Source: an optimization exercise on an open RTL-to-GDS flow (aim: small area, a short achievable clock period and few clock cycles per item). Production flows keep margins and buffers that such runs may drop. Only simulation tests tie the RTL to the original design; equivalence was not proved. Power and IR drop assume default switching activity.

`flow/config.mk`:
```
export PLATFORM = sky130hd
export DESIGN_NAME = ghash_tag_engine
export DESIGN_NICKNAME = ghash_tag_engine
export VERILOG_FILES = /design/flow/design.v
export SDC_FILE = /design/flow/constraint.sdc
export NUM_CORES = 4
export LEC_CHECK = 0
export CAP_MARGIN = 20
export CORE_MARGIN = 2
export CORE_UTILIZATION = 40
export SLEW_MARGIN = 20
```
`flow/constraint.sdc`:
```
create_clock -name core_clock -period 8.0 [get_ports {clk}]
set_input_delay 1.6000 -clock core_clock [delete_from_list [all_inputs] [get_ports {clk}]]
set_output_delay 1.6000 -clock core_clock [all_outputs]
set_load 0.01 [all_outputs]
```
`flow/design.v`:
```
module ghash_tag_engine #(
  parameter int unsigned DIGIT_W = 8,
  parameter int unsigned CNT_W   = 64
) (
  input  logic         clk,
  input  logic         rst,
  input  logic [127:0] h_key,
  input  logic         h_load,
  input  logic [127:0] ek_y0,
  input  logic         ek_load,
  input  logic         start,
  input  logic         blk_valid,
  output logic         blk_ready,
  input  logic [127:0] blk_data,
  input  logic [4:0]   blk_bytes,
  input  logic         blk_type,
  input  logic         blk_last,
  output logic [127:0] tag,
  output logic [127:0] ghash_out,
  output logic         tag_valid,
  input  logic         tag_ready,
  output logic         busy,
  output logic         err
);
  localparam int unsigned NCYC = 128 / DIGIT_W;
  localparam logic [127:0] R_POLY = {8'he1, 120'd0};
  localparam logic [2:0] S_IDLE  = 3'd0;
  localparam logic [2:0] S_ACCUM = 3'd1;
  localparam logic [2:0] S_MULT  = 3'd2;
  localparam logic [2:0] S_LEN   = 3'd3;
  localparam logic [2:0] S_DONE  = 3'd4;
  if (DIGIT_W != 1 && DIGIT_W != 2 && DIGIT_W != 4 && DIGIT_W != 8 && DIGIT_W != 16 &&
      DIGIT_W != 32 && DIGIT_W != 64 && DIGIT_W != 128) begin : g_bad_digit
    $fatal(1, "ghash_tag_engine: DIGIT_W must be a power of two from 1 to 128");
  end
  if (CNT_W < 1 || CNT_W > 64) begin : g_bad_cnt
    $fatal(1, "ghash_tag_engine: CNT_W must be 1..64");
  end
  logic [2:0]       state;
  logic [127:0]     y, h, ek, x, z, v;
  logic [CNT_W-1:0] aad_bits, data_bits;
  logic [7:0]       cnt;
  logic             len_phase, last_blk, seen_ct, aad_part, data_part;
  logic [127:0] z_nxt, v_nxt, mask, lens, ek_eff;
  logic [7:0]   pad_bits, blk_bits;
  logic         viol, mult_done;
  always_comb begin
    z_nxt = z;
    v_nxt = v;
    for (int i = 0; i < DIGIT_W; i++) begin
      if (x[127-i]) z_nxt = z_nxt ^ v_nxt;
      v_nxt = (v_nxt >> 1) ^ ({128{v_nxt[0]}} & R_POLY);
    end
  end
  always_comb begin
    blk_bits  = {blk_bytes, 3'b000};
    pad_bits  = 8'd128 - blk_bits;
    mask      = {128{1'b1}} << pad_bits;
    lens      = {64'(aad_bits), 64'(data_bits)};
    viol      = (!blk_type && seen_ct) || (blk_type ? data_part : aad_part) ||
                (blk_bytes == 5'd0 && !blk_last) || (blk_bytes > 5'd16);
    mult_done = (state == S_MULT) && (cnt == 8'(NCYC - 1));
    ek_eff    = ek_load ? ek_y0 : ek;
  end
  assign blk_ready = (state == S_ACCUM);
  assign tag_valid = (state == S_DONE);
  assign busy      = (state != S_IDLE);
  always_ff @(posedge clk) begin
    if (rst) begin
      state     <= S_IDLE;
      y         <= '0;
      h         <= '0;
      ek        <= '0;
      x         <= '0;
      z         <= '0;
      v         <= '0;
      aad_bits  <= '0;
      data_bits <= '0;
      cnt       <= '0;
      len_phase <= 1'b0;
      last_blk  <= 1'b0;
      seen_ct   <= 1'b0;
      aad_part  <= 1'b0;
      data_part <= 1'b0;
      tag       <= '0;
      ghash_out <= '0;
      err       <= 1'b0;
    end else begin
      err <= 1'b0;
      if (h_load && (state == S_IDLE || state == S_DONE)) h <= h_key;
      if (ek_load && state != S_DONE) ek <= ek_y0;
      if (start) begin
        state     <= S_ACCUM;
        y         <= '0;
        aad_bits  <= '0;
        data_bits <= '0;
        len_phase <= 1'b0;
        last_blk  <= 1'b0;
        seen_ct   <= 1'b0;
        aad_part  <= 1'b0;
        data_part <= 1'b0;
      end else begin
        case (state)
          S_ACCUM: begin
            if (blk_valid) begin
              if (viol) begin
                err <= 1'b1;
              end else begin
                if (blk_type) begin
                  data_bits <= data_bits + CNT_W'(blk_bits);
                  data_part <= (blk_bytes < 5'd16);
                  seen_ct   <= 1'b1;
                end else begin
                  aad_bits <= aad_bits + CNT_W'(blk_bits);
                  aad_part <= (blk_bytes < 5'd16);
                end
                x         <= y ^ (blk_data & mask);
                z         <= '0;
                v         <= h;
                cnt       <= '0;
                last_blk  <= blk_last;
                len_phase <= 1'b0;
                state     <= (blk_bytes == 5'd0) ? S_LEN : S_MULT;
              end
            end
          end
          S_MULT: begin
            z   <= z_nxt;
            v   <= v_nxt;
            x   <= x << DIGIT_W;
            cnt <= cnt + 8'd1;
            if (mult_done) begin
              y <= z_nxt;
              if (len_phase) begin
                state     <= S_DONE;
                ghash_out <= z_nxt;
                tag       <= z_nxt ^ ek_eff;
              end else begin
                state <= last_blk ? S_LEN : S_ACCUM;
              end
            end
          end
          S_LEN: begin
            x         <= y ^ lens;
            z         <= '0;
            v         <= h;
            cnt       <= '0;
            len_phase <= 1'b1;
            state     <= S_MULT;
          end
          S_DONE: begin
            if (tag_ready) state <= S_IDLE;
          end
          S_IDLE: ;
          default: state <= S_IDLE;
        endcase
      end
    end
  end
endmodule
```
`flow/run.sh`:
```
#!/bin/bash
# synth_recipe.tcl (not shown) runs the flow's synth.tcl, then flattens the netlist and writes it again
# the make line also repeats each setting of config.mk as NAME=value (left out here)
make -C /OpenROAD-flow-scripts/flow DESIGN_CONFIG=/design/flow/config.mk WORK_HOME=/design/flow/orfs CLKGATE_MAP_FILE= SYNTH_SCRIPT=/design/flow/synth_recipe.tcl finish
```
==> flow_summary.yaml <==
status:
  status: "timing/DRC/antenna clean"
logic_synthesis:
  ys_top_cells_by_area: "dfxtp_1 38%, nand2_1 13%, xnor2_1 13%"
  ys_seq_area_share_pct: 38.4
  synth_edf_count: 0
  synth_top_cell_area_share_pct: 38.4
  yosysTopAreaCell: "dfxtp_1"
  synth_cell_type_count: 73
  synth_common_cells: "2109 x nand2_1, 1163 x dfxtp_1, 877 x xnor2_1, 569 x a21oi_1, 512 x nor2_1"
  avgSynthCellArea_um2: 7.92
  synth.net_count: 8086
  netlist_area_um2: 60700
  yosys_warnings: 1
  netlist_instances: 7669
  ys.flop_type: "dfxtp_1"
  synth-seq-cells: 1163
  async_flop_share_pct: 0
  yosysMostFrequentCell: "nand2_1"
sta:
  slew_viol_final: 0
  fin_skew_ps: 44.4
  finalSetupTns_ps: 0
  relSlewSlack_pct: 12.9
  hold_viol: 0
  worst_pin_slew_ps: 1300
  fmax_mhz: 187
  rsz0062_at_grt: "false"
  final.period_utilization_pct: 66.8
  final.min_clock_period_ps: 5350
  setup_viol: 0
clock_tree:
  htree_levels: 4
  cts_tree: "done"
  clk_latency_ps: 790
  numCtsBuffers: 137
  clk_root_buffer_cell: "clkbuf_16"
  postCtsSetupBuffers: 0
  post_cts_resize_count: 0
  cts_hold_buf: 0
  ctsLongestPathBuffers: 3
  clkSinkCount: 1163
  clk_pin_slew_worst_paths_ps: 60
routing:
  finalWirelength_um: 227000
  drt_iter0_drc: 6346
  post_drt_wl_per_cell_um: 22.6
  ant_nets: 0
  via_per_inst: 5.55
  via_count: 55562
  firstDrtPassIters: 13
  drc_errors: 0
layout:
  drive_gt1_share_pct: 4.57
  nNetsFinal: 8292
  fillerInstances: 14701
  area_delta_synth_final_pct: 19.8
global_route:
  grt_pass1_wl_um: 336000
  grtUsageTotal_pct: 28.0
  globalRouteOverflowTotal: 0
  grt_max_degree: 190
  grt_pass1_vias: 51537
  antenna_found_initial: 40
setup_path:
  worst_setup_path_end_kind: "register"
  path_cells: "clkdlybuf4s50_1, inv_1, ha_1, inv_1, or3_1, ha_1, a2111oi_4, a21oi_1, nor3_2, buf_12, buf_4, a222oi_1, nor2_1"
  cp_data_required_time_ps: 8690
  worstPathArrival_ps: 6040
  startpoint_type: "input port"
  cp_slowest_cell: "buf_4"
  critPathMaxFanout: 113
  criticalPathCategory: "input port to register"
  critPathMaxStageDelay_ps: 740
floorplan:
  core_um2: 150000
  die_x_um: 394
  num_rows: 142
  io_pins: 658
  dieArea_um2: 155000
  initial_core_util_pct: 40.4
  dieHeight_um: 394
power_and_ir_drop:
  power_leakage_nw: 23.9
  p_per_area_nw_per_um2: 182
  ir_drop_mv: 0.206
  p_total_w: 0.0132
placement:
  hpwl_um: 154000
  io_buffers: 657
  gp_congestion: 0.906
flow_run:
  cap_violations: 0
min_path:
  worst_hold_path_type: "register to register"
## flip-flops by register name (all words and copies together), names as in the netlist, 3 cells and up
signal,cells
v,128
x,128
ek,128
aad_bits,61
z,128
y,128
tag,128
cnt,8
ghash_out,128
h,128
data_bits,61
state,3
## final cells by class
cell class | instances | area [µm²] | share of cell area, %
tap | 2016 | 2520 | 3.47
sequential | 1163 | 23300 | 32.1
timing repair buffer | 741 | 7300 | 10.0
antenna | 21 | 52.6 | 0.0723
clock buffer | 186 | 3920 | 5.38
multi-input combinational | 5801 | 34800 | 47.8
inverter | 31 | 121 | 0.167
clock inverter | 60 | 716 | 0.984
## cells in the final DEF (no fill, tap or decap), types with 22 or more instances in the layout
cell type / count
a21oi_1: 567
a222oi_1: 214
a22oi_1: 279
and3_1: 34
buf_4: 77
clkbuf_1: 22
clkbuf_16: 140
clkbuf_8: 24
clkdlybuf4s50_1: 655
dfxtp_1: 1155
inv_1: 30
mux2i_1: 133
nand2_1: 2105
nand3_1: 163
nand4_1: 46
nor2_1: 511
nor3_1: 31
nor4_1: 24
o21ai_0: 117
o22ai_1: 32
xnor2_1: 865
xnor3_1: 27
xor2_1: 481
## power by group
part / internal [W] / leakage [nW] / switching (W)
registers: 0.00587 / 9.42 / 0.0000682
logic: 0.000345 / 12.3 / 0.000491
clock network: 0.00378 / 2.25 / 0.00268
total: 0.0100 / 23.9 / 0.00324
## stage by stage
step | setup WS [ps] | instances | utilization, % | hold slack (ps) | cell area, µm²
after floorplan | 3630 | 7669 | - | 434 | 60700
after global placement | 2140 | 9750 | 45.2 | 439 | 68000
after detailed placement | 1970 | 9751 | 45.3 | 442 | 68000
after CTS | 2780 | 9997 | 48.3 | 450 | 72700
after global routing | 2420 | 10012 | 48.4 | 465 | 72700
final | 2650 | 10019 | 48.4 | 447 | 72700
## worst paths after layout
| check | start | end | slack, ps | cells after the start |
|---|---|---|---|---|
| min | ghash_out[111] | ghash_out[111] | 450 | 2 |
| max | blk_bytes[1] | v[18] | 2650 | 13 |
| max reg2reg | x[125] | tag[51] | 4160 | 8 |
| min reg2reg | ghash_out[111] | ghash_out[111] | 450 | 2 |
## critical path: cells and delay by family
family | cells | cell delay, ps
AO/OA/AOI/OAI | 3 | 1080
adder cells (fa/ha/maj) | 2 | 460
buffers and inverters | 5 | 1990
AND/OR/NAND/NOR | 3 | 750
## per-layer routing
| layer | global-route usage [%] | wire, µm | up-vias |
|---|---|---|---|
| li1 | - | - | 25923 |
| met1 | 38.2 | 97500 | 26897 |
| met2 | 42.6 | 99800 | 2303 |
| met3 | 6.02 | 19800 | 393 |
| met4 | 11.9 | 9490 | 46 |
| met5 | 0 | 276 | - |
## cell families (layout without fill, tap and decap cells)
| kind of cell | count (synthesis) | count (layout) | share of synthesized area [%] |
|---|---|---|---|
| xor gates and xnor gates | 1389 | 1389 | 20.8 |
| AOI/OAI and AO/OA | 1262 | 1262 | 13.7 |
| adders and majority gates | 19 | 19 | 0.416 |
| buffers and inverters | 705 | 1018 | 4.64 |
| muxes | 136 | 136 | 2.25 |
| and+or+nand+nor | 2995 | 2995 | 19.9 |
| other | 0 | 21 | 0 |
| DFF | 1163 | 1163 | 38.4 |
Testbench counts, summed over its fixed seeds: cycles 34,421, items 1,821.

==> static timing again, ports no longer ideal <==
Ports are ideal in the flow. The routed layout listed here was re-timed in OpenROAD.
Step 1, drivers: a clkbuf_16 drives clk and a buf_2 each remaining input, both assumed.
Step 2 adds t to the input delays and takes it off the output delays; t is the mean of the earliest and latest rising clock arrival at the registers after step 1. Input paths then give back, and output paths get back, about the clock's delay inside the block.
Slacks: no drivers / after step 1 / after step 2; pairs: no drivers / after step 1.
t (ns): 0.855
setup WS [ns]: 2.653 / 2.671 / 1.817
hold WS [ns]: 0.447 / 0.447 / 0.447
worst slew at a driven data input, ns: 0.18
pins driven straight from the clock port: 1
After both steps setup and hold are still met in this run. For this run, drivers alone change the setup slack by +0.018 ns; drivers and shift together by -0.836 ns.
